Context: an optimization exercise on an open-source flow, tuned for small area, a short achievable clock period and few clock cycles per item. The choices shown serve that exercise and are no tape-out recipe.
In this exercise RTL edits were held to simulation tests only and were not proved equivalent to the original.

==> design/flow/design.v <==
`timescale 1ns / 1ps
package adcd_pkg;
  localparam int CHANNELS    = 4;
  localparam int SAMPLE_BITS = 12;
  localparam int CFG_IDX_W = 3;
  localparam logic [CFG_IDX_W-1:0] REG_MIN_BASE = 3'd0;
  localparam logic [CFG_IDX_W-1:0] REG_MAX      = 3'd4;
  localparam logic [CFG_IDX_W-1:0] REG_CENTER   = 3'd5;
  localparam logic [CFG_IDX_W-1:0] REG_DEAD     = 3'd6;
  localparam int MAX_RESET    = 3000;
  localparam int CENTER_RESET = 2048;
  localparam int DEAD_RESET   = 200;
  function automatic int min_reset(input int ch);
    case (ch)
      0, 1:    min_reset = 8;
      2, 3:    min_reset = 7;
      default: min_reset = 0;
    endcase
  endfunction
  localparam int DIV_STEPS = 6;
  localparam logic [DIV_STEPS:0] DIV_REGS = 7'b111_1111;
  localparam bit IN_REG = 1'b0;
  localparam bit PREFIX_KS = 1'b0;
  localparam int K_SHARE = 6;
  function automatic int num_regs(input logic [DIV_STEPS:0] m);
    num_regs = 0;
    for (int i = 0; i <= DIV_STEPS; i++) num_regs = num_regs + int'(m[i]);
  endfunction
  localparam int DIV_STAGES  = num_regs(DIV_REGS);
  localparam int PIPE_STAGES = DIV_STAGES + int'(IN_REG);
endpackage
`timescale 1ns / 1ps
module adcd_lane #(
  parameter int SAMPLE_BITS = adcd_pkg::SAMPLE_BITS
) (
  input  logic                    clk_i,
  input  logic                    en_i,
  input  logic [SAMPLE_BITS-1:0]  raw_i,    
  input  logic [SAMPLE_BITS-1:0]  lo_i,
  input  logic [SAMPLE_BITS-1:0]  hi_i,
  output logic [SAMPLE_BITS-1:0]  quo_o     
);
  localparam int SB = SAMPLE_BITS;
  localparam int NSTEP = adcd_pkg::DIV_STEPS;
  localparam logic [NSTEP:0] REGS = adcd_pkg::DIV_REGS;
  localparam int NK = (NSTEP + adcd_pkg::K_SHARE - 1) / adcd_pkg::K_SHARE;
  logic [SB-1:0] dm1;
  logic          span;
  logic          span_q;
  logic [SB+1:0] k3;
  logic [NK-1:0][SB-1:0] nk1_q;
  logic [NK-1:0][SB+1:0] nk3_q;
  assign {span, dm1} = {1'b0, hi_i} + {1'b0, ~lo_i};
  assign k3          = {2'b00, ~nk1_q[0]} + {1'b0, ~nk1_q[0], 1'b0} + (SB+2)'(2);
  always_ff @(posedge clk_i) begin
    span_q <= span;
  end
  always_ff @(posedge clk_i) begin
    nk1_q[0] <= ~dm1;
    nk3_q[0] <= ~k3;
  end
  for (genvar i = 1; i < NK; i++) begin : g_kc
    always_ff @(posedge clk_i) begin
      nk1_q[i] <= nk1_q[i-1];
      nk3_q[i] <= nk3_q[i-1];
    end
  end
  logic [SB-1:0] d1;
  logic          raw_gt_lo;
  logic          raw_ge_hi;
  logic          zero;
  logic [SB-1:0] rem0, low0;
  assign {raw_gt_lo, d1} = {1'b0, raw_i} + {1'b0, ~lo_i};
  assign raw_ge_hi       = (raw_i >= hi_i);
  assign zero            = !raw_gt_lo || !span_q;
  always_comb begin
    if (zero) begin
      rem0 = '0;
      low0 = '0;
    end else if (raw_ge_hi) begin
      rem0 = ~nk1_q[0];
      low0 = nk1_q[0];
    end else begin
      rem0 = d1;
      low0 = ~d1;
    end
  end
  logic [NSTEP:0][SB-1:0] rem_c, nq_c;    
  logic [NSTEP:0][SB-1:0] rem_p, nq_p;    
  assign rem_c[0] = rem0;
  assign nq_c[0]  = low0;
  for (genvar j = 0; j <= NSTEP; j++) begin : g_pos
    if (REGS[j] && j == 0) begin : g_reg0
      logic [SB-1:0] rem_r;
      logic [1:0]    top_r;
      logic          zero_r;
      always_ff @(posedge clk_i) begin
        if (en_i) begin
          rem_r  <= rem_c[0];
          top_r  <= nq_c[0][SB-1:SB-2];
          zero_r <= zero;
        end
      end
      assign rem_p[0] = rem_r;
      assign nq_p[0]  = {top_r, ~rem_r[SB-3:0] & {(SB-2){!zero_r}}};
    end else if (REGS[j]) begin : g_reg
      logic [SB-1:0] nq_r;
      always_ff @(posedge clk_i) begin
        if (en_i) nq_r <= nq_c[j];
      end
      assign nq_p[j] = nq_r;
      if (j < NSTEP) begin : g_rem
        logic [SB-1:0] rem_r;
        always_ff @(posedge clk_i) begin
          rem_r <= rem_c[j];
        end
        assign rem_p[j] = rem_r;
      end else begin : g_norem
        assign rem_p[j] = '0;
      end
    end else begin : g_wire
      assign rem_p[j] = rem_c[j];
      assign nq_p[j]  = nq_c[j];
    end
    if (j < NSTEP) begin : g_step
      logic [SB+1:0] x, s1, s2, s3;
      logic          c1, c2, c3;
      logic [SB-1:0] nk1;
      logic [SB+1:0] nk3;
      logic          h0, h1, h2, h3;
      assign nk1      = nk1_q[j / adcd_pkg::K_SHARE];
      assign nk3      = nk3_q[j / adcd_pkg::K_SHARE];
      assign x        = {rem_p[j], nq_p[j][SB-1:SB-2]};
      adcd_add #(.W(SB+2)) u_a1 (.a_i(x), .b_i({2'b11, nk1}),       .s_o(s1), .c_o(c1));
      adcd_add #(.W(SB+2)) u_a2 (.a_i(x), .b_i({1'b1, nk1, 1'b0}), .s_o(s2), .c_o(c2));
      adcd_add #(.W(SB+2)) u_a3 (.a_i(x), .b_i(nk3),                .s_o(s3), .c_o(c3));
      assign h3 = c3;
      assign h2 = c2 && !c3;
      assign h1 = c1 && !c2;
      assign h0 = !c1;
      logic hold;
      assign hold = REGS[j+1] && !en_i;
      assign rem_c[j+1] = ({SB{h3 && !hold}} & s3[SB-1:0]) | ({SB{h2 && !hold}} & s2[SB-1:0]) |
                          ({SB{h1 && !hold}} & s1[SB-1:0]) | ({SB{h0 && !hold}} & x[SB-1:0]) |
                          ({SB{hold}} & rem_p[j+1]);
      assign nq_c[j+1] = {nq_p[j][SB-3:0], c2, c3 || (c1 && !c2)};
    end
  end
  assign quo_o = nq_p[NSTEP];
endmodule
module adcd_add #(
  parameter int W = 14
) (
  input  logic [W-1:0] a_i,
  input  logic [W-1:0] b_i,
  output logic [W-1:0] s_o,
  output logic         c_o
);
  localparam int L = $clog2(W);
  logic [L:0][W-1:0] g, p;
  assign g[0] = a_i & b_i;
  assign p[0] = a_i ^ b_i;
  for (genvar l = 0; l < L; l++) begin : g_lvl
    for (genvar i = 0; i < W; i++) begin : g_bit
      localparam int K = adcd_pkg::PREFIX_KS ? i - (1 << l) : ((i >> l) << l) - 1;
      if (adcd_pkg::PREFIX_KS ? (i >= (1 << l)) : ((i >> l) & 1)) begin : g_node
        assign g[l+1][i] = g[l][i] | (p[l][i] & g[l][K]);
        assign p[l+1][i] = p[l][i] & p[l][K];
      end else begin : g_pass
        assign g[l+1][i] = g[l][i];
        assign p[l+1][i] = p[l][i];
      end
    end
  end
  assign s_o = p[0] ^ {g[L][W-2:0], 1'b0};
  assign c_o = g[L][W-1];
endmodule
`timescale 1ns / 1ps
module adcd_merge #(
  parameter int SAMPLE_BITS = adcd_pkg::SAMPLE_BITS
) (
  input  logic                                           clk_i,
  input  logic                                           rst_ni,
  input  logic [SAMPLE_BITS-1:0]                         center_i,
  input  logic [SAMPLE_BITS-1:0]                         dead_i,
  input  logic                                           valid_i,    
  input  logic [adcd_pkg::CHANNELS-1:0][SAMPLE_BITS-1:0] scaled_i,
  input  logic                                           out_stall_i,
  input  logic                                           hold_i,     
  output logic                                           run_o,
  output logic                                           stall_o,
  output logic                                           out_valid_o,
  output logic [adcd_pkg::CHANNELS-1:0][SAMPLE_BITS-1:0] scaled_o,
  output logic                                           active_o,
  output logic                                           neutral_event_o
);
  localparam int SB = SAMPLE_BITS;
  localparam int CH = adcd_pkg::CHANNELS;
  localparam int W  = CH * SB + 2;
  logic [SB:0]   upper_q;
  logic [SB-1:0] lower_q;
  logic          lower_ok_q;
  always_ff @(posedge clk_i) begin
    upper_q    <= {1'b0, center_i} + {1'b0, dead_i};
    lower_q    <= center_i - dead_i;
    lower_ok_q <= (center_i > dead_i);
  end
  logic [CH-1:0] over;
  for (genvar ch = 0; ch < CH; ch++) begin : g_over
    assign over[ch] = ({1'b0, scaled_i[ch]} > upper_q) ||
                      (lower_ok_q && (scaled_i[ch] < lower_q));
  end
  logic ov_q, hold_q, idle_seen_q;
  logic act, evt, run;
  logic [W-1:0] res, o_q;
  assign act = |over;
  assign evt = !act && !idle_seen_q;
  assign res = {scaled_i, act, evt};
  assign run = !(ov_q && out_stall_i);
  always_ff @(posedge clk_i or negedge rst_ni) begin
    if (!rst_ni) begin
      ov_q        <= 1'b0;
      hold_q      <= 1'b1;
      idle_seen_q <= 1'b0;
    end else begin
      hold_q <= hold_i;
      if (run) begin
        ov_q <= valid_i;
        if (valid_i) idle_seen_q <= !act;
      end
    end
  end
  always_ff @(posedge clk_i) begin
    if (run) o_q <= res;
  end
  assign run_o           = run;
  assign stall_o         = hold_q || !run;
  assign out_valid_o     = ov_q;
  assign active_o        = o_q[1];
  assign neutral_event_o = o_q[0];
  for (genvar ch = 0; ch < CH; ch++) begin : g_out
    assign scaled_o[ch] = o_q[2 + ch*SB +: SB];
  end
endmodule
`timescale 1ns / 1ps
module adc_calibrate_deadzone_detect #(
  parameter int SAMPLE_BITS = adcd_pkg::SAMPLE_BITS
) (
  input  logic                           clk_i,
  input  logic                           rst_ni,
  input  logic                           cfg_we_i,
  input  logic [adcd_pkg::CFG_IDX_W-1:0] cfg_idx_i,
  input  logic [SAMPLE_BITS-1:0]         cfg_data_i,
  input  logic                           in_valid_i,
  output logic                           in_stall_o,
  input  logic [SAMPLE_BITS-1:0]         sample_ch0_i,
  input  logic [SAMPLE_BITS-1:0]         sample_ch1_i,
  input  logic [SAMPLE_BITS-1:0]         sample_ch2_i,
  input  logic [SAMPLE_BITS-1:0]         sample_ch3_i,
  output logic                           out_valid_o,
  input  logic                           out_stall_i,
  output logic [SAMPLE_BITS-1:0]         scaled_ch0_o,
  output logic [SAMPLE_BITS-1:0]         scaled_ch1_o,
  output logic [SAMPLE_BITS-1:0]         scaled_ch2_o,
  output logic [SAMPLE_BITS-1:0]         scaled_ch3_o,
  output logic                           active_o,
  output logic                           neutral_event_o
);
  localparam int CH = adcd_pkg::CHANNELS;
  localparam int NS = adcd_pkg::PIPE_STAGES;
  logic [CH-1:0][SAMPLE_BITS-1:0] min_q;
  logic [SAMPLE_BITS-1:0]         max_q;
  logic [SAMPLE_BITS-1:0]         center_q;
  logic [SAMPLE_BITS-1:0]         dead_q;
  for (genvar ch = 0; ch < CH; ch++) begin : g_min
    always_ff @(posedge clk_i or negedge rst_ni) begin
      if (!rst_ni) begin
        min_q[ch] <= SAMPLE_BITS'(adcd_pkg::min_reset(ch));
      end else if (cfg_we_i &&
                   cfg_idx_i == adcd_pkg::REG_MIN_BASE + adcd_pkg::CFG_IDX_W'(ch)) begin
        min_q[ch] <= cfg_data_i;
      end
    end
  end
  always_ff @(posedge clk_i or negedge rst_ni) begin
    if (!rst_ni) begin
      max_q    <= SAMPLE_BITS'(adcd_pkg::MAX_RESET);
      center_q <= SAMPLE_BITS'(adcd_pkg::CENTER_RESET);
      dead_q   <= SAMPLE_BITS'(adcd_pkg::DEAD_RESET);
    end else if (cfg_we_i) begin
      case (cfg_idx_i)
        adcd_pkg::REG_MAX:    max_q    <= cfg_data_i;
        adcd_pkg::REG_CENTER: center_q <= cfg_data_i;
        adcd_pkg::REG_DEAD:   dead_q   <= cfg_data_i;
        default: ;
      endcase
    end
  end
  logic                           run;
  logic [CH-1:0][SAMPLE_BITS-1:0] raw_q;
  logic [NS-1:0]                  valid_q;
  if (adcd_pkg::IN_REG) begin : g_in_reg
    always_ff @(posedge clk_i) begin
      if (run) begin
        raw_q[0] <= sample_ch0_i;
        raw_q[1] <= sample_ch1_i;
        raw_q[2] <= sample_ch2_i;
        raw_q[3] <= sample_ch3_i;
      end
    end
  end else begin : g_in_wire
    assign raw_q[0] = sample_ch0_i;
    assign raw_q[1] = sample_ch1_i;
    assign raw_q[2] = sample_ch2_i;
    assign raw_q[3] = sample_ch3_i;
  end
  always_ff @(posedge clk_i or negedge rst_ni) begin
    if (!rst_ni) begin
      valid_q <= '0;
    end else if (run) begin
      valid_q <= NS'({valid_q, in_valid_i && !in_stall_o});
    end
  end
  logic [CH-1:0][SAMPLE_BITS-1:0] lane_scaled;
  for (genvar ch = 0; ch < CH; ch++) begin : g_lane
    adcd_lane #(
      .SAMPLE_BITS(SAMPLE_BITS)
    ) u_lane (
      .clk_i (clk_i),
      .en_i  (run),
      .raw_i (raw_q[ch]),
      .lo_i  (min_q[ch]),
      .hi_i  (max_q),
      .quo_o (lane_scaled[ch])
    );
  end
  logic [CH-1:0][SAMPLE_BITS-1:0] out_scaled;
  adcd_merge #(
    .SAMPLE_BITS(SAMPLE_BITS)
  ) u_merge (
    .clk_i          (clk_i),
    .rst_ni         (rst_ni),
    .center_i       (center_q),
    .dead_i         (dead_q),
    .valid_i        (valid_q[NS-1]),
    .scaled_i       (lane_scaled),
    .out_stall_i    (out_stall_i),
    .hold_i         (cfg_we_i && !adcd_pkg::IN_REG),
    .run_o          (run),
    .stall_o        (in_stall_o),
    .out_valid_o    (out_valid_o),
    .scaled_o       (out_scaled),
    .active_o       (active_o),
    .neutral_event_o(neutral_event_o)
  );
  assign scaled_ch0_o = out_scaled[0];
  assign scaled_ch1_o = out_scaled[1];
  assign scaled_ch2_o = out_scaled[2];
  assign scaled_ch3_o = out_scaled[3];
endmodule
==> design/flow/flow/run.sh <==
#!/bin/bash
# The standard layout (the standard.sh, every step unchanged), except that
# buffer_ports uses buf_2 for the port buffers instead of the resizer's default
# pick (a delay cell). The make run's full output goes to flow.log here; ORFS
# keeps each step's own log under orfs/logs.
set -euo pipefail
export BUFFER_PORTS_ARGS="-buffer_cell sky130_fd_sc_hd__buf_2"
bash standard.sh > flow.log 2>&1
==> design/flow/standard.sh <==
#!/bin/bash
# synth_recipe.tcl (not shown) runs the flow's synth.tcl, then flattens the netlist and writes it again
# the make line also repeats each setting of config.mk as NAME=value (left out here)
make -C /OpenROAD-flow-scripts/flow DESIGN_CONFIG=/design/flow/config.mk WORK_HOME=/design/flow/orfs CLKGATE_MAP_FILE= SYNTH_SCRIPT=/design/flow/synth_recipe.tcl "${@:-finish}"
==> design/flow/config.mk <==
export PLATFORM = sky130hd
export DESIGN_NAME = adc_calibrate_deadzone_detect
export DESIGN_NICKNAME = adc_calibrate_deadzone_detect
export VERILOG_FILES = /design/flow/design.v
export SDC_FILE = /design/flow/constraint.sdc
export NUM_CORES = 4
export LEC_CHECK = 0
export CAP_MARGIN = 5
export CORE_MARGIN = 2
export CORE_UTILIZATION = 50
export CTS_BUF_LIST = sky130_fd_sc_hd__clkbuf_8
export SETUP_SLACK_MARGIN = 3.3
export SLEW_MARGIN = 5
export TNS_END_PERCENT = 10
==> design/flow/constraint.sdc <==
create_clock -name core_clock -period 6.0 [get_ports {clk_i}]
set_input_delay 1.2000 -clock core_clock [delete_from_list [all_inputs] [get_ports {clk_i}]]
set_output_delay 1.2000 -clock core_clock [all_outputs]
set_load 0.01 [all_outputs]
==> results.ini, run 1 <==
[grt]
grt_pass1_vias = 57200
grt_max_degree = 116
antenna_found_initial = 22
globalRouteOverflowTotal = 0
grt_usage = 0.319
grt_pass1_wl_um = 349000

[synth]
synth.area.mux_share = 0.0106
synth-edff-count = 398
synthSimpleGateAreaFrac = 0.106
synthCells = 7127
synth_top_family_by_area = adder cells
yosys.area.top_type = ha_1
dominantRegCellSynth = edfxtp_1
syn_nets = 8637
yosysWarnings = 3
ys_ff_latch = 865
synth_compound_area_frac = 0.195
synth.top_cell.area_share = 0.215
synth-xor-area-share = 0.0643
ys_types = 86
synth-async-reset-ratio = 0.109
synth.cell_area_mm2 = 0.0705
synth_area_leaders = ha_1 (21%), edfxtp_1 (17%), dfxtp_1 (11%), fa_1 (6.6%), xnor2_1 (3.4%)
avgSynthCellArea_um2 = 9.89
ys_seq_area_frac = 0.309
synth_fa_ha_area_frac = 0.281

[clock_tree]
clock_latency_ns = 0.93
clock_sinks = 865
cts_buffers = 163
clk_pin_slew_ns = 0.06
root_buffer = clkbuf_8
h-tree-depth = 4
cts_tree = done
clock_path_buffers = 3

[sta]
worstMarginPinSlew_ns = 1.16
setup_viol = 0
fmax_mhz = 315
clock_skew_ns = 0.0386
slew_headroom = 0.221
setup_ws_ns = 2.83
finalCritPeriodShare = 0.529
rsz0062_at_grt = yes
totalNegativeSetupSlack_ns = 0
hold_viol_final = 0
drv_slew = 0
final.min_clock_period_ns = 3.17

[floorplanning]
core_area_mm2 = 0.140
start_util = 0.504
io_pins = 120
row_count = 137
dieArea_mm2 = 0.144
die_h_um = 379
die_w_um = 379

[cells_and_area]
fillCellCount = 12000
stdcell_area_mm2 = 0.0828
drive_above_1_share = 0.177
area_growth_pct = 17.5
final_nets = 9206

[detailed_routing]
wire_per_inst_um = 24.3
antenna_left = 0
drc_errors = 0
wl_um = 236000
dr.pass1.iters = 6
drtIter0Drc = 5331
viasPerCell = 6.13
vias = 59600

[worst_setup_path]
arrival_ns = 3.96
crit_path_end_kind = flop
worstSetupPathType = reg2reg
rrSetupSlack_ns = 2.83
cp_max_fo = 6
required_ns = 6.79
cp-start-kind = flop

[min_path]
hp-class = in2async

[place]
hpwl_um = 167000
place_congestion = 0.934
dp_worst_setup_slack_ns = 1.87
port_buffers = 119
placed_area_mm2 = 0.0736

[job]
drv_cap = 0

[run_status]
status = finished clean

-- flip-flops by register name, summed over array words and instances (netlist names), 4 cells and up --
| signal | count |
|---|---|
| g_lane.u_lane.g_pos.genblk1.g_reg.nq_r | 288 |
| g_lane.u_lane.g_pos.genblk1.g_reg.g_rem.rem_r | 240 |
| g_lane.u_lane.nk3_q | 56 |
| u_merge.o_q | 50 |
| g_lane.u_lane.g_pos.g_reg0.rem_r | 48 |
| g_lane.u_lane.nk1_q | 48 |
| min_q | 48 |
| u_merge.upper_q | 13 |
| center_q | 12 |
| dead_q | 12 |
| max_q | 12 |
| u_merge.lower_q | 11 |
| g_lane.u_lane.g_pos.g_reg0.top_r | 8 |
| valid_q | 7 |
| g_lane.u_lane.g_pos.g_reg0.zero_r | 4 |
| g_lane.u_lane.span_q | 4 |
-- area by class of cell --
cell class	count	area, µm²	share of cell area
timing repair inverter	4	65.1	0.000786
sequential	865	22000	0.265
multi-input combinational	5637	48600	0.587
timing repair buffer	548	4460	0.0539
antenna	9	22.5	0.000272
clock buffer	184	2530	0.0306
clock inverter	122	891	0.0108
tap	1876	2350	0.0283
inverter	477	1940	0.0234
-- Yosys cell counts, types with 32 or more instances --
cell / number
edfxtp_1: 398
a211o_1: 40
a211oi_1: 96
o22ai_1: 33
a221oi_1: 106
clkbuf_1: 129
nor3_1: 177
and3_1: 39
o21ai_0: 439
nand4_1: 32
nor2b_1: 72
dfrtp_1: 74
o211ai_1: 99
a22oi_1: 32
o221ai_1: 87
nor2_1: 448
xnor2_1: 275
or3_1: 38
inv_1: 476
o21bai_1: 50
ha_1: 1208
a31oi_1: 63
nand3_1: 81
fa_1: 234
nand2b_1: 155
dfxtp_1: 373
nand2_1: 397
mux2i_1: 32
a21o_1: 171
o21a_1: 96
a21oi_1: 440
xor2_1: 242
mux2_2: 38
-- path summary, 6_finish.rpt --
kind | from | endpoint | cells after the start
min in group core_clock | g_lane[2].u_lane.g_pos[2].genblk1.g_reg.nq_r[5]$_DFFE_PN_ | g_lane[2].u_lane.g_pos[3].genblk1.g_reg.nq_r[7]$_DFFE_PN_ | 0
worst min-delay path | rst_ni | valid_q[4]$_DFFE_PN0N_ | 1
max in group asynchronous | rst_ni | max_q[1]$_DFFE_PN0P_ | 2
worst max register to register | g_lane[0].u_lane.g_pos[3].genblk1.g_reg.nq_r[10]$_DFFE_PN_ | flop | 11
worst max-delay path | g_lane[0].u_lane.g_pos[3].genblk1.g_reg.nq_r[10]$_DFFE_PN_ | flop | 11
worst min register to register | g_lane[2].u_lane.g_pos[2].genblk1.g_reg.nq_r[5]$_DFFE_PN_ | g_lane[2].u_lane.g_pos[3].genblk1.g_reg.nq_r[7]$_DFFE_PN_ | 0
-- what timing repair did --
action,in CTS,in global routing
cloned,13,9
buffers inserted,202,125
hold endpoints to repair,0,0
pin swaps,115,118
resized for setup,447,297
endpoints found under the setup margin,415,369
hold buffers,0,0
-- kinds of logic (layout without fill, tap and decap cells) --
group / Yosys count / in the layout
DFF: 865 / 865
adders and majority gates: 1442 / 1442
muxes: 70 / 70
other: 0 / 9
and+or+nand+nor: 1559 / 1565
xor gates and xnor gates: 517 / 517
buffers and inverters: 634 / 1335
AOI/OAI and AO/OA: 2040 / 2043
-- placed cells by master (no fill, tap or decap), types with 242 or more instances in the layout --
cell type and count:
ha_1 1179, nor2_1 439, a21oi_1 402, nand2_1 392, xnor2_1 275, buf_4 354
o21ai_0 350, dfxtp_1 312, xor2_1 242, inv_1 485, edfxtp_1 398
-- worst max-delay path, cell delays in order, from the launching register on --
cell and delay [ns]:
edfxtp_1 0.39, ha_2 0.20, inv_2 0.05, fa_2 0.23, nor2b_4 0.05, o31a_1 0.26
o41a_1 0.37, o41a_1 0.43, a311o_2 0.51, a221o_1 0.32, o21ai_0 0.09, o221ai_1 0.13
-- through the flow --
stage | util | instances | hold slack, ns
floorplan | - | 7127 | 0.400
global placement | 0.527 | 9058 | 0.400
detailed placement | 0.527 | 9058 | 0.405
CTS | 0.576 | 9579 | 0.209
global route | 0.593 | 9717 | 0.266
finish | 0.593 | 9722 | 0.266
-- layer usage --
metal | part of all wire | global-route usage | wire (µm) | vias up
met4 | 0.044 | 0.136 | 10500 | 22
li1 | - | - | - | 27800
met5 | 0.00088 | 0.00309 | 207 | -
met1 | 0.44 | 0.443 | 104000 | 28900
met2 | 0.43 | 0.479 | 101000 | 2363
met3 | 0.084 | 0.0678 | 19900 | 545
Testbench counts, summed over its fixed seeds: cycles 5,120, items 4,096.
==> inputs of run 2 (changes only) <==
--- a/design/flow/design.v
+++ b/design/flow/design.v
@@ -49,3 +49,2 @@
   logic          span_q;
-  logic [SB+1:0] k3;
   logic [NK-1:0][SB-1:0] nk1_q;
@@ -53,3 +52,10 @@
   assign {span, dm1} = {1'b0, hi_i} + {1'b0, ~lo_i};
-  assign k3          = {2'b00, ~nk1_q[0]} + {1'b0, ~nk1_q[0], 1'b0} + (SB+2)'(2);
+  logic [SB+1:0] nk3;
+  logic          nk3_c;
+  adcd_add #(.W(SB+2)) u_k3 (
+    .a_i({2'b11, nk1_q[0]}),
+    .b_i({1'b1, nk1_q[0], 1'b0}),
+    .s_o(nk3),
+    .c_o(nk3_c)
+  );
   always_ff @(posedge clk_i) begin
@@ -59,3 +65,3 @@
     nk1_q[0] <= ~dm1;
-    nk3_q[0] <= ~k3;
+    nk3_q[0] <= nk3;
   end
--- a/design/flow/config.mk
+++ b/design/flow/config.mk
@@ -13,2 +13,2 @@
 export SLEW_MARGIN = 5
-export TNS_END_PERCENT = 10
+export TNS_END_PERCENT = 30
==> results.ini, run 2 <==
[job]
drv_cap = 0  ; unchanged

[detailed_routing]
viasPerCell = 6.24  ; was 6.13
drc_errors = 0  ; unchanged
antenna_left = 0  ; unchanged
vias = 59900  ; was 59,600
wl_um = 237000  ; was 236,000 µm
dr.pass1.iters = 6  ; unchanged
drtIter0Drc = 4887  ; was 5,331
wire_per_inst_um = 24.8  ; was 24.3 µm

[worst_setup_path]
cpMaxStageDelayCell = dfrtp_1  ; was a311o_2
cp_cell_sequence = and2_4, inv_16, nand2b_4, buf_6  ; was ha_2, inv_2, fa_2, nor2b_4, o31a_1, o41a_1, o41a_1, a311o_2, a221o_1, o21ai_0, o221ai_1
crit_path_end_kind = output pin  ; was flop
worstSetupPathType = reg2out  ; was reg2reg
cp_max_fo = 2  ; was 6
max_stage_delay_ns = 0.45  ; was 0.51 ns
arrival_ns = 1.93  ; was 3.96 ns
cp-start-kind = flop  ; unchanged
required_ns = 4.80  ; was 6.79 ns

[min_path]
hp-class = in2async  ; unchanged

[sta]
hold_viol_final = 0  ; unchanged
worstMarginPinSlew_ns = 1.09  ; was 1.16 ns
finalCritPeriodShare = 0.521  ; was 0.529
totalNegativeSetupSlack_ns = 0  ; unchanged
drv_slew = 0  ; unchanged
setup_viol = 0  ; unchanged
final.min_clock_period_ns = 3.13  ; was 3.17 ns
slew_headroom = 0.268  ; was 0.221
clock_skew_ns = 0.0602  ; was 0.0386 ns
hold_ws_ns = 0.268  ; was 0.266 ns
fmax_mhz = 320  ; was 315 MHz
rsz0062_at_grt = yes  ; unchanged

[grt]
grt_pass1_wl_um = 351000  ; was 349,000 µm
grt_max_degree = 134  ; was 116
grt_usage = 0.324  ; was 0.319
grt_pass1_vias = 58800  ; was 57,200
globalRouteOverflowTotal = 0  ; unchanged
antenna_found_initial = 24  ; was 22

[clock_tree]
clock_sinks = 865  ; unchanged
cts_buffers = 163  ; unchanged
clock_path_buffers = 3  ; unchanged
h-tree-depth = 4  ; unchanged
clock_latency_ns = 0.94  ; was 0.93 ns
cts_tree = done  ; unchanged
cts_hold_buf = 0  ; unchanged
root_buffer = clkbuf_8  ; unchanged
clk_pin_slew_ns = 0.06  ; about the same

[synth]
synth-async-reset-ratio = 0.109  ; unchanged
dominantRegCellSynth = edfxtp_1  ; unchanged
yosysMostFrequentCell = ha_1  ; unchanged
synth-edff-count = 398  ; unchanged
syn_nets = 8358  ; was 8,637
synth.cell_area_mm2 = 0.0693  ; was 0.0705 mm²
synthCells = 6884  ; was 7,127
ys_types = 83  ; was 86
yosys-top-cells-count = ha_1 (1,164), o21ai_0 (474), a21oi_1 (466)  ; was ha_1 (1,208), inv_1 (476), nor2_1 (448)
avgSynthCellArea_um2 = 10.1  ; was 9.89 µm²
ys_seq_area_frac = 0.315  ; was 0.309
yosys.area.top_type = ha_1  ; unchanged
ys_ff_latch = 865  ; unchanged
synth.top_cell.area_share = 0.210  ; was 0.215
yosysWarnings = 3  ; unchanged
synth_area_leaders = ha_1 (21%), edfxtp_1 (17%), dfxtp_1 (11%), fa_1 (7.0%), xnor2_1 (3.5%)  ; was ha_1 (21%), edfxtp_1 (17%), dfxtp_1 (11%), fa_1 (6.6%), xnor2_1 (3.4%)

[cells_and_area]
final_common_cell = ha_1  ; unchanged
area_growth_pct = 23.2  ; was 17.5%
largest_reg_flops = 288  ; unchanged
multi_input_area_mm2 = 0.0496  ; was 0.0486 mm²
top_register = g_lane.u_lane.g_pos.genblk1.g_reg.nq_r  ; unchanged
top_regs = g_lane.u_lane.g_pos.genblk1.g_reg.nq_r: 288 flops, g_lane.u_lane.g_pos.genblk1.g_reg.g_rem.rem_r: 240 flops, g_lane.u_lane.nk3_q: 56 flops  ; unchanged
drive_above_1_share = 0.230  ; was 0.177
most-common-layout-cells = ha_1 (1,125), buf_4 (462), inv_1 (438)  ; was ha_1 (1,179), inv_1 (485), nor2_1 (439)
final_nets = 9119  ; was 9,206
fillCellCount = 11300  ; was 12,000
seqCellArea_mm2 = 0.0220  ; about the same

[floorplanning]
row_count = 136  ; was 137
core_area_mm2 = 0.137  ; was 0.140 mm²
die_h_um = 376  ; was 379 µm
dieArea_mm2 = 0.142  ; was 0.144 mm²
die_w_um = 376  ; was 379 µm
io_pins = 120  ; unchanged
start_util = 0.504  ; about the same

[place]
place_congestion = 0.913  ; was 0.934
hpwl_um = 163000  ; was 167,000 µm
port_buffers = 119  ; unchanged

[run_status]
status = finished clean  ; unchanged

## run 2: cell count changes after synthesis, sizes merged, moves of 26 or more
cell | previous run | this run
a21oi | 440 | 466
a221o | 30 | 115
a221oi | 106 | 41
ha | 1208 | 1164
inv | 477 | 434
nand2 | 397 | 337
nor2 | 448 | 405
nor3 | 177 | 85
o21ai | 447 | 486
o221ai | 87 | 123
## run 2: per-stage QoR
| stage | std cells | setup WS, ns | area, µm² | utilization |
|---|---|---|---|---|
| after global placement | 8718 | 1.86 | 72300 | 0.525 |
| after detailed placement | 8718 | 1.74 | 72300 | 0.525 |
| after floorplan | 6884 | 2.41 | 69400 | - |
| after global routing | 9583 | 2.87 | 85300 | 0.620 |
| after CTS | 9391 | 2.85 | 81700 | 0.595 |
| final | 9594 | 2.87 | 85300 | 0.620 |
## run 2: final cells by class
type | instances | area share
inverters | 434 | 0.0201
repair buffers | 724 | 0.0731
flip-flops and latches | 865 | 0.258
well taps | 1794 | 0.0263
multi-input cells | 5454 | 0.581
repair inverters | 3 | 0.000308
clock buffers | 176 | 0.0284
diodes | 13 | 0.000381
clock inverters | 131 | 0.0128
## run 2: path summary, 6_finish.rpt
path	start	to	slack [ns]	depth (start not counted)
max	u_merge.ov_q$_DFFE_PN0N_	in_stall_o	2.87	4
min	rst_ni	valid_q[0]$_DFFE_PN0N_	0.27	1
max reg2reg	g_lane[1].u_lane.g_pos[0].g_reg0.rem_r[3]$_SDFFCE_PP0N_	flop	2.94	10
min reg2reg	g_lane[0].u_lane.g_pos[2].genblk1.g_reg.nq_r[5]$_DFFE_PN_	g_lane[0].u_lane.g_pos[3].genblk1.g_reg.nq_r[7]$_DFFE_PN_	0.39	0
max in group asynchronous	rst_ni	center_q[10]$_DFFE_PN0P_	4.55	2
min in group core_clock	g_lane[0].u_lane.g_pos[2].genblk1.g_reg.nq_r[5]$_DFFE_PN_	g_lane[0].u_lane.g_pos[3].genblk1.g_reg.nq_r[7]$_DFFE_PN_	0.39	0
## run 2: cell families after synthesis
group | count (synthesis) | synth area share
compound gates | 2120 | 0.207
fa+ha+maj | 1406 | 0.280
simple gates | 1326 | 0.0912
flops | 865 | 0.315
buf+inv | 590 | 0.0321
xor+xnor | 519 | 0.0656
mux | 58 | 0.00910
## run 2: critical path, delay by kind of cell (launching register included)
kind	cells	cell delay [ns]
buffers and inverters	2	0.14
DFF	1	0.45
and+or+nand+nor	2	0.38
## run 2: metal layers
| metal | global-route usage | share of wire | vias to the layer above |
|---|---|---|---|
| met5 | 0 | 0.00040 | - |
| met4 | 0.154 | 0.052 | 14 |
| met3 | 0.0594 | 0.078 | 669 |
| met2 | 0.522 | 0.46 | 2423 |
| met1 | 0.419 | 0.41 | 29200 |
| li1 | - | - | 27500 |
## run 2: timing repair
item                                    4_1_cts  5_1_grt
setup buffers                               341      174
endpoints found under the setup margin      437      386
pin swaps                                   265      191
endpoints found under the hold margin         0        0
gates cloned                                 25       16
resized for setup                           740      446
Testbench counts of run 2, summed over its fixed seeds: cycles 5,120, items 4,096.
==> inputs of run 3 (changes only) <==
--- a/design/flow/config.mk
+++ b/design/flow/config.mk
@@ -13,2 +13,2 @@
 export SLEW_MARGIN = 5
-export TNS_END_PERCENT = 30
+export TNS_END_PERCENT = 10
==> results.ini, run 3 <==
[place]
placed_area_mm2 = 0.0723  ; unchanged
place_congestion = 0.913  ; unchanged
dp_worst_setup_slack_ns = 1.74  ; unchanged
port_buffers = 119  ; unchanged
dpl.cell_count = 8718  ; unchanged
hpwl_um = 163000  ; unchanged

[synth]
ys_seq_area_frac = 0.315  ; unchanged
synth-xor-area-share = 0.0656  ; unchanged
yosys-top-cells-count = ha_1 (1,164), o21ai_0 (474), a21oi_1 (466)  ; unchanged
synth_area_leaders = ha_1 (21%), edfxtp_1 (17%), dfxtp_1 (11%), fa_1 (7.0%), xnor2_1 (3.5%)  ; unchanged
synth.top_cell.area_share = 0.210  ; unchanged
synth_compound_area_frac = 0.207  ; unchanged
synth-async-reset-ratio = 0.109  ; unchanged
synth-edff-count = 398  ; unchanged
synthSimpleGateAreaFrac = 0.0912  ; unchanged
yosysWarnings = 3  ; unchanged
synth.area.mux_share = 0.00910  ; unchanged
yosys.area.top_type = ha_1  ; unchanged
syn_nets = 8358  ; unchanged
avgSynthCellArea_um2 = 10.1  ; unchanged
synth.cell_area_mm2 = 0.0693  ; unchanged
ys_types = 83  ; unchanged
synthCells = 6884  ; unchanged
dominantRegCellSynth = edfxtp_1  ; unchanged
synth_top_family_by_area = adder cells  ; unchanged
yosysMostFrequentCell = ha_1  ; unchanged
synth_fa_ha_area_frac = 0.280  ; unchanged
ys_ff_latch = 865  ; unchanged

[cells_and_area]
largest_reg_flops = 288  ; unchanged
drive_above_1_share = 0.187  ; was 0.230
top_regs = g_lane.u_lane.g_pos.genblk1.g_reg.nq_r: 288 flops, g_lane.u_lane.g_pos.genblk1.g_reg.g_rem.rem_r: 240 flops, g_lane.u_lane.nk3_q: 56 flops  ; unchanged
area_growth_pct = 18.9  ; was 23.2%
stdcell_area_mm2 = 0.0824  ; was 0.0853 mm²
fin_util = 0.599  ; was 0.620
most-common-layout-cells = ha_1 (1,146), inv_1 (450), a21oi_1 (408)  ; was ha_1 (1,125), buf_4 (462), inv_1 (438)
final_nets = 8969  ; was 9,119
instances_no_fill = 9446  ; was 9,594
final_common_cell = ha_1  ; unchanged
top_register = g_lane.u_lane.g_pos.genblk1.g_reg.nq_r  ; unchanged

[worst_setup_path]
crit_path_end_kind = flop  ; was output pin
cpMaxStageDelayCell = or3_4  ; was dfrtp_1
required_ns = 6.86  ; was 4.80 ns
arrival_ns = 3.97  ; was 1.93 ns
cp_cell_sequence = buf_6, buf_4, ha_1, a211oi_2, o211ai_1, a31oi_1, o21ai_1, o41ai_4, inv_1, or3_4, o22ai_1, a31o_2  ; was and2_4, inv_16, nand2b_4, buf_6
cp-start-kind = flop  ; unchanged
max_stage_delay_ns = 0.45  ; about the same
worstSetupPathType = reg2reg  ; was reg2out
cp_max_fo = 5  ; was 2

[clock_tree]
clock_path_buffers = 3  ; unchanged
root_buffer = clkbuf_8  ; unchanged
h-tree-depth = 4  ; unchanged
clock_latency_ns = 0.93  ; was 0.94 ns
clock_sinks = 865  ; unchanged
cts_hold_buf = 0  ; unchanged
cts_tree = done  ; unchanged
cts_buffers = 163  ; unchanged
clk_pin_slew_ns = 0.06  ; about the same

[sta]
clock_skew_ns = 0.0594  ; was 0.0602 ns
drv_slew = 0  ; unchanged
final.min_clock_period_ns = 3.11  ; was 3.13 ns
hold_viol_final = 0  ; unchanged
slew_headroom = 0.266  ; was 0.268
setup_ws_ns = 2.89  ; was 2.87 ns
rsz0062_at_grt = yes  ; unchanged
totalNegativeSetupSlack_ns = 0  ; unchanged
finalCritPeriodShare = 0.519  ; was 0.521
fmax_mhz = 321  ; was 320 MHz
setup_viol = 0  ; unchanged
hold_ws_ns = 0.282  ; was 0.268 ns
worstMarginPinSlew_ns = 1.10  ; was 1.09 ns

[detailed_routing]
drtIter0Drc = 4810  ; was 4,887
wl_um = 232000  ; was 237,000 µm
dr.pass1.iters = 6  ; unchanged
viasPerCell = 6.24  ; about the same
antenna_left = 0  ; unchanged
wire_per_inst_um = 24.6  ; was 24.8 µm
drc_errors = 0  ; unchanged
vias = 58900  ; was 59,900

[grt]
grt_max_degree = 134  ; unchanged
antenna_found_initial = 25  ; was 24
grt_pass1_vias = 57500  ; was 58,800
grt_usage = 0.317  ; was 0.324
globalRouteOverflowTotal = 0  ; unchanged
grt_pass1_wl_um = 344000  ; was 351,000 µm

[floorplanning]
dieArea_mm2 = 0.142  ; unchanged
die_h_um = 376  ; unchanged
io_pins = 120  ; unchanged
die_w_um = 376  ; unchanged
row_count = 136  ; unchanged
start_util = 0.504  ; unchanged
core_area_mm2 = 0.137  ; unchanged

[run_status]
status = finished clean  ; unchanged

[min_path]
hp-class = in2async  ; unchanged

[job]
drv_cap = 0  ; unchanged

[run 3: cell count changes in the layout (fill, tap and decap cells not counted), moves of 25 or more]
cell      delta
a211oi_1    +25
buf_4       -88
buf_6       -50
o21ai_0     +51
o21ai_1     -35
o221ai_1    +32
o221ai_2    -32
[run 3: final cells by class]
| cell class | count | area [µm²] |
|---|---|---|
| clock inverter | 131 | 1090 |
| antenna | 15 | 37.5 |
| multi-input combinational | 5451 | 48100 |
| tap | 1794 | 2240 |
| fill | 11700 | 55100 |
| inverter | 434 | 1710 |
| sequential | 865 | 22000 |
| clock buffer | 176 | 2420 |
| timing repair buffer | 577 | 4760 |
| timing repair inverter | 3 | 26.3 |
[run 3: final timing paths]
| check | start | end | slack (ns) | cells after the start |
|---|---|---|---|---|
| hold / removal | rst_ni | valid_q[0]$_DFFE_PN0N_ | 0.28 | 1 |
| setup reg to reg | g_lane[1].u_lane.nk1_q[1]$_DFF_P_ | flop | 2.89 | 12 |
| hold reg to reg | g_lane[0].u_lane.g_pos[2].genblk1.g_reg.nq_r[5]$_DFFE_PN_ | g_lane[0].u_lane.g_pos[3].genblk1.g_reg.nq_r[7]$_DFFE_PN_ | 0.39 | 0 |
| max in group asynchronous | rst_ni | dead_q[9]$_DFFE_PN0P_ | 4.53 | 2 |
| setup / recovery | g_lane[1].u_lane.nk1_q[1]$_DFF_P_ | flop | 2.89 | 12 |
| min in group core_clock | g_lane[0].u_lane.g_pos[2].genblk1.g_reg.nq_r[5]$_DFFE_PN_ | g_lane[0].u_lane.g_pos[3].genblk1.g_reg.nq_r[7]$_DFFE_PN_ | 0.39 | 0 |
[run 3: critical path, delay by kind of cell (launching register included)]
family	cells	cell delay [ns]
AO/OA/AOI/OAI	7	1.54
adder cells (fa/ha/maj)	1	0.30
buffers and inverters	3	0.45
flip-flops	1	0.31
AND/OR/NAND/NOR	1	0.45
[run 3: logic make-up after synthesis]
logic type      count (synthesis)
compound gates               2120
fa+ha+maj                    1406
simple gates                 1326
flops                         865
buf+inv                       590
xor+xnor                      519
mux                            58
[run 3: what timing repair did]
| item | in CTS | in global routing |
|---|---|---|
| gates cloned | 18 | 14 |
| setup endpoints to repair | 437 | 388 |
| buffers inserted | 194 | 180 |
| pin swaps | 112 | 146 |
| gates resized for setup | 435 | 358 |
[run 3: layer usage]
| metal | vias up | GRT usage | wire length (µm) |
|---|---|---|---|
| met4 | 14 | 0.139 | 11200 |
| met3 | 611 | 0.0556 | 17500 |
| met1 | 28700 | 0.416 | 96900 |
| met5 | - | 0 | 90 |
| li1 | 27200 | - | - |
| met2 | 2348 | 0.512 | 106000 |
==> inputs of run 4 (changes only) <==
--- a/design/flow/config.mk
+++ b/design/flow/config.mk
@@ -9,4 +9,5 @@
 export CORE_MARGIN = 2
-export CORE_UTILIZATION = 50
+export CORE_UTILIZATION = 58
 export CTS_BUF_LIST = sky130_fd_sc_hd__clkbuf_8
+export PLACE_DENSITY = 0.68
 export SETUP_SLACK_MARGIN = 3.3
==> results.ini, run 4 <==
[cells_and_area]
final_nets = 8913  ; was 8,969
instances_no_fill = 9128  ; was 9,446
most-common-layout-cells = ha_1 (1,139), inv_1 (449), a21oi_1 (413)  ; was ha_1 (1,146), inv_1 (450), a21oi_1 (408)
top_register = g_lane.u_lane.g_pos.genblk1.g_reg.nq_r  ; unchanged
drive_above_1_share = 0.180  ; was 0.187
area_growth_pct = 17.4  ; was 18.9%
top_regs = g_lane.u_lane.g_pos.genblk1.g_reg.nq_r: 288 flops, g_lane.u_lane.g_pos.genblk1.g_reg.g_rem.rem_r: 240 flops, g_lane.u_lane.nk3_q: 56 flops  ; unchanged
largest_reg_flops = 288  ; unchanged
final_common_cell = ha_1  ; unchanged

[grt]
grt_pass1_vias = 57800  ; was 57,500
globalRouteOverflowTotal = 0  ; unchanged
antenna_found_initial = 16  ; was 25
grt_usage = 0.361  ; was 0.317
grt_max_degree = 100  ; was 134
grt_pass1_wl_um = 338000  ; was 344,000 µm

[clock_tree]
h-tree-depth = 4  ; unchanged
cts_tree = done  ; unchanged
cts_hold_buf = 0  ; unchanged
clock_sinks = 865  ; unchanged
clock_path_buffers = 3  ; unchanged
root_buffer = clkbuf_8  ; unchanged
clock_latency_ns = 0.93  ; about the same
clk_pin_slew_ns = 0.06  ; about the same
cts_buffers = 159  ; was 163

[place]
dpl.cell_count = 8461  ; was 8,718
hpwl_um = 159000  ; was 163,000 µm
port_buffers = 119  ; unchanged
place_congestion = 0.940  ; was 0.913

[detailed_routing]
drtIter0Drc = 5632  ; was 4,810
viasPerCell = 6.50  ; was 6.24
vias = 59300  ; was 58,900
drc_errors = 0  ; unchanged
antenna_left = 0  ; unchanged
wire_per_inst_um = 24.9  ; was 24.6 µm
wl_um = 227000  ; was 232,000 µm
dr.pass1.iters = 6  ; unchanged

[sta]
finalCritPeriodShare = 0.525  ; was 0.519
rsz0062_at_grt = yes  ; unchanged
setup_viol = 0  ; unchanged
slew_headroom = 0.270  ; was 0.266
hold_viol_final = 0  ; unchanged
final.min_clock_period_ns = 3.15  ; was 3.11 ns
worstMarginPinSlew_ns = 1.08  ; was 1.10 ns
drv_slew = 0  ; unchanged
totalNegativeSetupSlack_ns = 0  ; unchanged
fmax_mhz = 317  ; was 321 MHz
clock_skew_ns = 0.0473  ; was 0.0594 ns

[synth]
yosysMostFrequentCell = ha_1  ; unchanged
yosys.area.top_type = ha_1  ; unchanged
synthCells = 6884  ; unchanged
synth-async-reset-ratio = 0.109  ; unchanged
yosys-top-cells-count = ha_1 (1,164), o21ai_0 (474), a21oi_1 (466)  ; unchanged
synth-edff-count = 398  ; unchanged
ys_seq_area_frac = 0.315  ; unchanged
synth_area_leaders = ha_1 (21%), edfxtp_1 (17%), dfxtp_1 (11%), fa_1 (7.0%), xnor2_1 (3.5%)  ; unchanged
synth.top_cell.area_share = 0.210  ; unchanged
syn_nets = 8358  ; unchanged
synth.cell_area_mm2 = 0.0693  ; unchanged
avgSynthCellArea_um2 = 10.1  ; unchanged
ys_ff_latch = 865  ; unchanged
dominantRegCellSynth = edfxtp_1  ; unchanged
yosysWarnings = 3  ; unchanged
ys_types = 83  ; unchanged

[floorplanning]
core_area_mm2 = 0.118  ; was 0.137 mm²
io_pins = 120  ; unchanged
row_count = 126  ; was 136
die_h_um = 350  ; was 376 µm
die_w_um = 350  ; was 376 µm
start_util = 0.586  ; was 0.504
dieArea_mm2 = 0.122  ; was 0.142 mm²

[worst_setup_path]
r2r-start = g_lane[1].u_lane.nk3_q[9]$_DFF_P_  ; was g_lane[1].u_lane.nk1_q[1]$_DFF_P_
rrSetupSlack_ns = 2.85  ; was 2.89 ns
crit_start = g_lane[1].u_lane.nk3_q[9]$_DFF_P_  ; was g_lane[1].u_lane.nk1_q[1]$_DFF_P_
cp_max_fo = 7  ; was 5
reg2reg_depth = 8  ; was 12
cp-start-kind = flop  ; unchanged
arrival_ns = 3.94  ; was 3.97 ns
worstSetupPathType = reg2reg  ; unchanged
crit_path_end_kind = flop  ; unchanged
required_ns = 6.79  ; was 6.86 ns

[min_path]
hp-class = in2async  ; unchanged

[run_status]
status = finished clean  ; unchanged

[job]
drv_cap = 0  ; unchanged

[run 4: cell counts after synthesis]
No cell type changed its count.
[run 4: per-stage QoR]
step                      hold slack, ns  utilization  worst slack, ns  instance area [µm²]
after detailed placement           0.405        0.608             1.84                71900
after CTS                          0.343        0.663             2.87                78400
after global routing               0.415        0.687             2.81                81300
after global placement             0.400        0.608             1.91                71900
final                              0.381        0.688             2.85                81300
after floorplan                    0.400            -             2.41                69400
[run 4: routing by layer]
metal | GRT usage | up-vias | routed length [µm]
li1 | - | 27100 | -
met4 | 0.197 | 12 | 13900
met3 | 0.0720 | 774 | 20500
met1 | 0.464 | 28700 | 90600
met2 | 0.572 | 2763 | 102000
met5 | 0 | - | 68
[run 4: worst max-delay path: stages, from the launching register on]
cell and delay, ns:
dfxtp_1 0.78, ha_1 0.40, a21o_1 0.19, a221o_1 0.39
buf_4 0.15, a221o_1 0.45, a221oi_1 0.40, o22a_1 0.17
o21ai_0 0.07
[run 4: worst min path at each step]
stage	slack (ns)	to	depth (start not counted)
3_3_place_gp	0.40	g_lane[2].u_lane.g_pos[6].genblk1.g_reg.nq_r[3]$_DFFE_PN_	0
4_1_cts	0.34	min_q[39]$_DFFE_PN0P_	1
6_report	0.38	min_q[39]$_DFFE_PN0P_	1
5_1_grt	0.41	g_lane[2].u_lane.g_pos[2].genblk1.g_reg.nq_r[3]$_DFFE_PN_	0
3_5_place_dp	0.40	g_lane[0].u_lane.g_pos[4].genblk1.g_reg.nq_r[11]$_DFFE_PN_	0
2_1_floorplan	0.40	g_lane[0].u_lane.g_pos[2].genblk1.g_reg.nq_r[10]$_DFFE_PN_	0
[run 4: kinds of logic (layout without fill, tap and decap cells)]
group | after synthesis | after routing | share of synthesized area
buf+inv | 590 | 1271 | 0.0321
xor+xnor | 519 | 519 | 0.0656
compound gates | 2120 | 2125 | 0.207
mux | 58 | 58 | 0.00910
flops | 865 | 865 | 0.315
fa+ha+maj | 1406 | 1406 | 0.280
simple gates | 1326 | 1334 | 0.0912
other cells | 0 | 14 | 0
[run 4: final cells by class]
| class | count | area [µm²] |
|---|---|---|
| timing repair buffer | 533 | 4460 |
| sequential | 865 | 22000 |
| tap | 1536 | 1920 |
| timing repair inverter | 4 | 35.0 |
| fill | 9189 | 36900 |
| multi-input combinational | 5442 | 47800 |
| clock buffer | 183 | 2520 |
| clock inverter | 117 | 868 |
| inverter | 434 | 1700 |
| antenna | 14 | 35.0 |
[run 4: what timing repair did]
item	in CTS	in global routing
gates resized for setup	410	364
setup endpoints to repair	468	420
cloned	12	15
setup buffers	183	143
pin swaps	101	119
==> inputs of run 5 (changes only) <==
--- a/design/flow/config.mk
+++ b/design/flow/config.mk
@@ -9,7 +9,6 @@
 export CORE_MARGIN = 2
-export CORE_UTILIZATION = 58
+export CORE_UTILIZATION = 50
 export CTS_BUF_LIST = sky130_fd_sc_hd__clkbuf_8
-export PLACE_DENSITY = 0.68
-export SETUP_SLACK_MARGIN = 3.3
+export SETUP_SLACK_MARGIN = 3.2
 export SLEW_MARGIN = 5
-export TNS_END_PERCENT = 10
+export TNS_END_PERCENT = 1
==> results.ini, run 5 <==
[run_status]
status = finished clean  ; unchanged

[clock_tree]
cts_buffers = 163  ; was 159
clk_pin_slew_ns = 0.06  ; about the same
root_buffer = clkbuf_8  ; unchanged
cts_tree = done  ; unchanged
clock_sinks = 865  ; unchanged
clock_latency_ns = 0.94  ; was 0.93 ns
h-tree-depth = 4  ; unchanged
clock_path_buffers = 3  ; unchanged

[place]
dpl.cell_count = 8718  ; was 8,461
hpwl_um = 163000  ; was 159,000 µm
place_congestion = 0.913  ; was 0.940
port_buffers = 119  ; unchanged

[grt]
grt_usage = 0.311  ; was 0.361
grt_pass1_wl_um = 338000  ; about the same
grt_max_degree = 134  ; was 100
grt_pass1_vias = 56600  ; was 57,800
globalRouteOverflowTotal = 0  ; unchanged
antenna_found_initial = 25  ; was 16

[detailed_routing]
vias = 57200  ; was 59,300
drc_errors = 0  ; unchanged
dr.pass1.iters = 6  ; unchanged
viasPerCell = 6.20  ; was 6.50
wl_um = 223000  ; was 227,000 µm
wire_per_inst_um = 24.2  ; was 24.9 µm
drtIter0Drc = 4623  ; was 5,632
antenna_left = 0  ; unchanged

[min_path]
hp-class = in2async  ; unchanged

[sta]
finalCritPeriodShare = 0.524  ; was 0.525
hold_ws_ns = 0.275  ; was 0.381 ns
fmax_mhz = 318  ; was 317 MHz
hold_viol_final = 0  ; unchanged
totalNegativeSetupSlack_ns = 0  ; unchanged
clock_skew_ns = 0.0581  ; was 0.0473 ns
setup_viol = 0  ; unchanged
rsz0062_at_grt = yes  ; unchanged
worstMarginPinSlew_ns = 1.10  ; was 1.08 ns
drv_slew = 0  ; unchanged
slew_headroom = 0.261  ; was 0.270
final.min_clock_period_ns = 3.14  ; was 3.15 ns

[cells_and_area]
top_register = g_lane.u_lane.g_pos.genblk1.g_reg.nq_r  ; unchanged
top_regs = g_lane.u_lane.g_pos.genblk1.g_reg.nq_r: 288 flops, g_lane.u_lane.g_pos.genblk1.g_reg.g_rem.rem_r: 240 flops, g_lane.u_lane.nk3_q: 56 flops  ; unchanged
most-common-layout-cells = ha_1 (1,159), inv_1 (466), a21oi_1 (432)  ; was ha_1 (1,139), inv_1 (449), a21oi_1 (413)
fillCellCount = 12000  ; was 9,189
instances_no_fill = 9228  ; was 9,128
area_growth_pct = 14.3  ; was 17.4%
drive_above_1_share = 0.138  ; was 0.180
largest_reg_flops = 288  ; unchanged
final_nets = 8752  ; was 8,913
final_common_cell = ha_1  ; unchanged

[worst_setup_path]
worstSetupPathType = reg2reg  ; unchanged
reg2reg_depth = 8  ; unchanged
required_ns = 6.53  ; was 6.79 ns
cp-start-kind = flop  ; unchanged
crit_path_end_kind = flop  ; unchanged
cp_max_fo = 3  ; was 7
arrival_ns = 3.67  ; was 3.94 ns

[floorplanning]
die_h_um = 376  ; was 350 µm
core_area_mm2 = 0.137  ; was 0.118 mm²
die_w_um = 376  ; was 350 µm
io_pins = 120  ; unchanged
start_util = 0.504  ; was 0.586
dieArea_mm2 = 0.142  ; was 0.122 mm²
row_count = 136  ; was 126

[synth]
synth_compound_area_frac = 0.207  ; unchanged
yosysWarnings = 3  ; unchanged
synth_top_family_by_area = adder cells  ; unchanged
synthSimpleGateAreaFrac = 0.0912  ; unchanged
synthCells = 6884  ; unchanged
synth-xor-area-share = 0.0656  ; unchanged
avgSynthCellArea_um2 = 10.1  ; unchanged
ys_seq_area_frac = 0.315  ; unchanged
ys_ff_latch = 865  ; unchanged
synth_area_leaders = ha_1 (21%), edfxtp_1 (17%), dfxtp_1 (11%), fa_1 (7.0%), xnor2_1 (3.5%)  ; unchanged
synth.top_cell.area_share = 0.210  ; unchanged
dominantRegCellSynth = edfxtp_1  ; unchanged
ys_types = 83  ; unchanged
synth.cell_area_mm2 = 0.0693  ; unchanged
synth-edff-count = 398  ; unchanged
synth.area.mux_share = 0.00910  ; unchanged
synth_fa_ha_area_frac = 0.280  ; unchanged
syn_nets = 8358  ; unchanged
yosys.area.top_type = ha_1  ; unchanged
yosysMostFrequentCell = ha_1  ; unchanged
yosys-top-cells-count = ha_1 (1,164), o21ai_0 (474), a21oi_1 (466)  ; unchanged
synth-async-reset-ratio = 0.109  ; unchanged

[job]
drv_cap = 0  ; unchanged

run 5: layout make-up:
cell class / count / area (µm²) / share of cell area
repair inverters: 3 / 26.3 / 0.000332
repair buffers: 375 / 2940 / 0.0371
multi-input cells: 5436 / 46800 / 0.592
clock inverters: 131 / 1090 / 0.0138
inverters: 434 / 1680 / 0.0212
flip-flops and latches: 865 / 21900 / 0.277
clock buffers: 176 / 2420 / 0.0306
well taps: 1794 / 2240 / 0.0283
diodes: 14 / 35.0 / 0.000442
run 5: final timing paths:
kind | from | endpoint | slack [ns]
worst min register to register | g_lane[2].u_lane.g_pos[1].genblk1.g_reg.nq_r[7]$_DFFE_PN_ | g_lane[2].u_lane.g_pos[2].genblk1.g_reg.nq_r[9]$_DFFE_PN_ | 0.39
worst max register to register | g_lane[3].u_lane.g_pos[6].genblk1.g_reg.nq_r[10]$_DFFE_PN_ | u_merge.o_q[1]$_DFFE_PN_ | 2.86
worst max-delay path | g_lane[3].u_lane.g_pos[6].genblk1.g_reg.nq_r[10]$_DFFE_PN_ | u_merge.o_q[1]$_DFFE_PN_ | 2.86
min in group core_clock | g_lane[2].u_lane.g_pos[1].genblk1.g_reg.nq_r[7]$_DFFE_PN_ | g_lane[2].u_lane.g_pos[2].genblk1.g_reg.nq_r[9]$_DFFE_PN_ | 0.39
max in group asynchronous | rst_ni | dead_q[9]$_DFFE_PN0P_ | 4.55
worst min-delay path | rst_ni | valid_q[0]$_DFFE_PN0N_ | 0.27
run 5: critical path, cell delays in order (launching register included):
cell and delay (ns):
edfxtp_1 0.47, ha_1 0.33, a21o_1 0.18, a21oi_1 0.21
nor2_1 0.06, a2111oi_0 0.73, o22ai_1 0.16, nor3_1 0.22
nand4b_1 0.37
run 5: kinds of logic after synthesis:
| kind of cell | Yosys count |
|---|---|
| muxes | 58 |
| DFF | 865 |
| xor gates and xnor gates | 519 |
| buffers and inverters | 590 |
| and+or+nand+nor | 1326 |
| adders and majority gates | 1406 |
| AOI/OAI and AO/OA | 2120 |
run 5: stage by stage:
stage | cell area, µm² | util | worst slack (ns)
CTS | 77600 | 0.565 | 2.85
finish | 79200 | 0.576 | 2.86
floorplan | 69400 | - | 2.41
global placement | 72300 | 0.525 | 1.86
global route | 79200 | 0.576 | 2.84
detailed placement | 72300 | 0.525 | 1.74
run 5: what timing repair did:
item,4_1_cts,5_1_grt
cloned,9,4
buffers inserted,93,83
hold buffers,0,0
setup endpoints to repair,395,363
resized for setup,257,217
pin swaps,45,77
run 5: per-layer routing:
layer / wire length (µm) / track usage / part of all wire
met1: 95900 / 0.412 / 0.43
met5: 80 / 0 / 0.00036
met2: 103000 / 0.505 / 0.46
met4: 9270 / 0.123 / 0.041
met3: 15400 / 0.0524 / 0.069
==> inputs of run 6 (changes only) <==
--- a/design/flow/config.mk
+++ b/design/flow/config.mk
@@ -13,2 +13,2 @@
 export SLEW_MARGIN = 5
-export TNS_END_PERCENT = 1
+export TNS_END_PERCENT = 5
==> results.ini, run 6 <==
[min_path]
hp-class = in2async  ; unchanged

[detailed_routing]
antenna_left = 0  ; unchanged
dr.pass1.iters = 6  ; unchanged
viasPerCell = 6.20  ; about the same
wl_um = 226000  ; was 223,000 µm
drc_errors = 0  ; unchanged
vias = 57600  ; was 57,200
wire_per_inst_um = 24.3  ; was 24.2 µm

[cells_and_area]
final_common_cell = ha_1  ; unchanged
top_register = g_lane.u_lane.g_pos.genblk1.g_reg.nq_r  ; unchanged
largest_reg_flops = 288  ; unchanged
area_growth_pct = 15.7  ; was 14.3%
fillCellCount = 11900  ; was 12,000
top_regs = g_lane.u_lane.g_pos.genblk1.g_reg.nq_r: 288 flops, g_lane.u_lane.g_pos.genblk1.g_reg.g_rem.rem_r: 240 flops, g_lane.u_lane.nk3_q: 56 flops  ; unchanged
final_nets = 8820  ; was 8,752

[floorplanning]
dieArea_mm2 = 0.142  ; unchanged
die_h_um = 376  ; unchanged
start_util = 0.504  ; unchanged
core_area_mm2 = 0.137  ; unchanged
io_pins = 120  ; unchanged

[clock_tree]
clk_pin_slew_ns = 0.06  ; about the same
clock_sinks = 865  ; unchanged
cts_buffers = 163  ; unchanged
cts_tree = done  ; unchanged
cts_hold_buf = 0  ; unchanged
clock_path_buffers = 3  ; unchanged

[place]
place_congestion = 0.913  ; unchanged
port_buffers = 119  ; unchanged

[grt]
antenna_found_initial = 26  ; was 25
grt_usage = 0.314  ; was 0.311
globalRouteOverflowTotal = 0  ; unchanged
grt_max_degree = 134  ; unchanged

[worst_setup_path]
crit_path_end_kind = flop  ; unchanged
worstSetupPathType = reg2reg  ; unchanged
arrival_ns = 3.97  ; was 3.67 ns
cp_max_fo = 5  ; was 3
required_ns = 6.86  ; was 6.53 ns
cp-start-kind = flop  ; unchanged

[synth]
dominantRegCellSynth = edfxtp_1  ; unchanged
yosys.area.top_type = ha_1  ; unchanged
ys_seq_area_frac = 0.315  ; unchanged
synth-edff-count = 398  ; unchanged
avgSynthCellArea_um2 = 10.1  ; unchanged
synth_compound_area_frac = 0.207  ; unchanged
yosys-top-cells-count = ha_1 (1,164), o21ai_0 (474), a21oi_1 (466)  ; unchanged
synth.cell_area_mm2 = 0.0693  ; unchanged
synth.area.mux_share = 0.00910  ; unchanged
synth_fa_ha_area_frac = 0.280  ; unchanged
yosysMostFrequentCell = ha_1  ; unchanged
ys_types = 83  ; unchanged
synth_top_family_by_area = adder cells  ; unchanged
synthSimpleGateAreaFrac = 0.0912  ; unchanged
synth-async-reset-ratio = 0.109  ; unchanged

[job]
drv_cap = 0  ; unchanged

[sta]
fmax_mhz = 322  ; was 318 MHz
rsz0062_at_grt = yes  ; unchanged
hold_viol_final = 0  ; unchanged
worstMarginPinSlew_ns = 1.11  ; was 1.10 ns
clock_skew_ns = 0.0544  ; was 0.0581 ns
totalNegativeSetupSlack_ns = 0  ; unchanged
final.min_clock_period_ns = 3.11  ; was 3.14 ns

[run_status]
status = finished clean  ; unchanged

-- run 6: changes by cell type in the layout (fill, tap and decap cells not counted), sizes merged, moves of 3 or more --
cell | before | now
diode | 14 | 11
buf | 374 | 433
clkinvlp | 15 | 20
or3 | 54 | 58
inv | 482 | 477
-- run 6: path summary, 6_finish.rpt --
check	startpoint	end	slack (ns)	cells after the start
worst min register to register	g_lane[0].u_lane.g_pos[2].genblk1.g_reg.nq_r[5]$_DFFE_PN_	g_lane[0].u_lane.g_pos[3].genblk1.g_reg.nq_r[7]$_DFFE_PN_	0.39	0
min in group core_clock	g_lane[0].u_lane.g_pos[2].genblk1.g_reg.nq_r[5]$_DFFE_PN_	g_lane[0].u_lane.g_pos[3].genblk1.g_reg.nq_r[7]$_DFFE_PN_	0.39	0
max in group asynchronous	rst_ni	dead_q[9]$_DFFE_PN0P_	4.53	2
worst max register to register	g_lane[1].u_lane.nk1_q[1]$_DFF_P_	flop	2.89	12
worst max-delay path	g_lane[1].u_lane.nk1_q[1]$_DFF_P_	flop	2.89	12
worst min-delay path	rst_ni	valid_q[0]$_DFFE_PN0N_	0.28	1
-- run 6: through the flow --
stage / util / setup slack [ns] / instances / area, µm² / hold WS (ns)
2_1_floorplan: - / 2.41 / 6884 / 69400 / 0.400
3_3_place_gp: 0.525 / 1.86 / 8718 / 72300 / 0.401
3_5_place_dp: 0.525 / 1.74 / 8718 / 72300 / 0.405
4_1_cts: 0.570 / 2.85 / 9176 / 78400 / 0.225
5_1_grt: 0.583 / 2.81 / 9284 / 80100 / 0.289
6_report: 0.583 / 2.89 / 9293 / 80100 / 0.280
-- run 6: critical path, stage by stage (launching register included) --
cell and delay [ns]:
dfxtp_2 0.31, buf_6 0.13, buf_4 0.15, ha_1 0.30, a211oi_2 0.29, o211ai_1 0.20
a31oi_1 0.23, o21ai_1 0.17, o41ai_4 0.33, inv_1 0.17, or3_4 0.45, o22ai_1 0.17
a31o_2 0.12
-- run 6: logic make-up after synthesis --
family	Yosys count
muxes	58
xor gates and xnor gates	519
and+or+nand+nor	1326
AOI/OAI and AO/OA	2120
adders and majority gates	1406
buffers and inverters	590
DFF	865
-- run 6: per-layer routing --
layer / global-route usage / part of all wire / vias up
met5: 0 / 0.00048 / -
met4: 0.129 / 0.042 / 16
met3: 0.0570 / 0.072 / 533
met2: 0.509 / 0.46 / 2082
met1: 0.413 / 0.43 / 28100
li1: - / - / 26900
-- run 6: final cells by class --
class | count | area (µm²) | share of cell area
repair buffers | 435 | 3530 | 0.0441
well taps | 1794 | 2240 | 0.0280
inverters | 434 | 1700 | 0.0212
clock inverters | 131 | 1090 | 0.0136
clock buffers | 176 | 2420 | 0.0302
repair inverters | 3 | 26.3 | 0.000328
flip-flops and latches | 865 | 21900 | 0.274
multi-input cells | 5444 | 47100 | 0.588
diodes | 11 | 27.5 | 0.000344
-- run 6: timing repair --
action,CTS,global route
pin swaps,70,84
endpoints found under the setup margin,395,360
resized for setup,321,239
buffers inserted,135,100
cloned,16,6

==> afterwards: timing with drivers on the ports <==
The results above use ideal ports. As a check the final layouts listed here were re-extracted and re-timed, cells and wires unchanged.
Step 1 assumes that a clkbuf_16 drives the clock port and a buf_2 every other input.
Step 2 times the ports against the registers' clock, not the clock port: input delays grow and output delays shrink by t, the midpoint of the rising clock arrivals with the driver on.
a / b / c = no drivers / after step 1 / after step 2; a / b = the first two.
| run | shift t [ns] | setup slack, ns | clock arrival spread, ns | worst register clock-pin slew, ns |
|---|---|---|---|---|
| run 1 | 0.994 | 2.829 / 2.829 / 2.148 | 0.039 / 0.039 | 0.07 / 0.07 |
| run 2 | 0.988 | 2.874 / 2.799 / 2.242 | 0.068 / 0.067 | 0.07 / 0.07 |
| run 3 | 0.976 | 2.887 / 2.845 / 2.233 | 0.063 / 0.063 | 0.07 / 0.07 |
| run 4 | 0.983 | 2.849 / 2.849 / 2.002 | 0.047 / 0.047 | 0.07 / 0.07 |
| run 5 | 0.989 | 2.857 / 2.816 / 2.071 | 0.062 / 0.062 | 0.07 / 0.07 |
| run 6 | 0.983 | 2.893 / 2.827 / 2.100 | 0.055 / 0.056 | 0.07 / 0.07 |
After both steps every run listed still meets setup and hold. For run 4, which loses most, drivers alone change the setup slack by 0.000 ns; drivers and shift together by -0.847 ns.
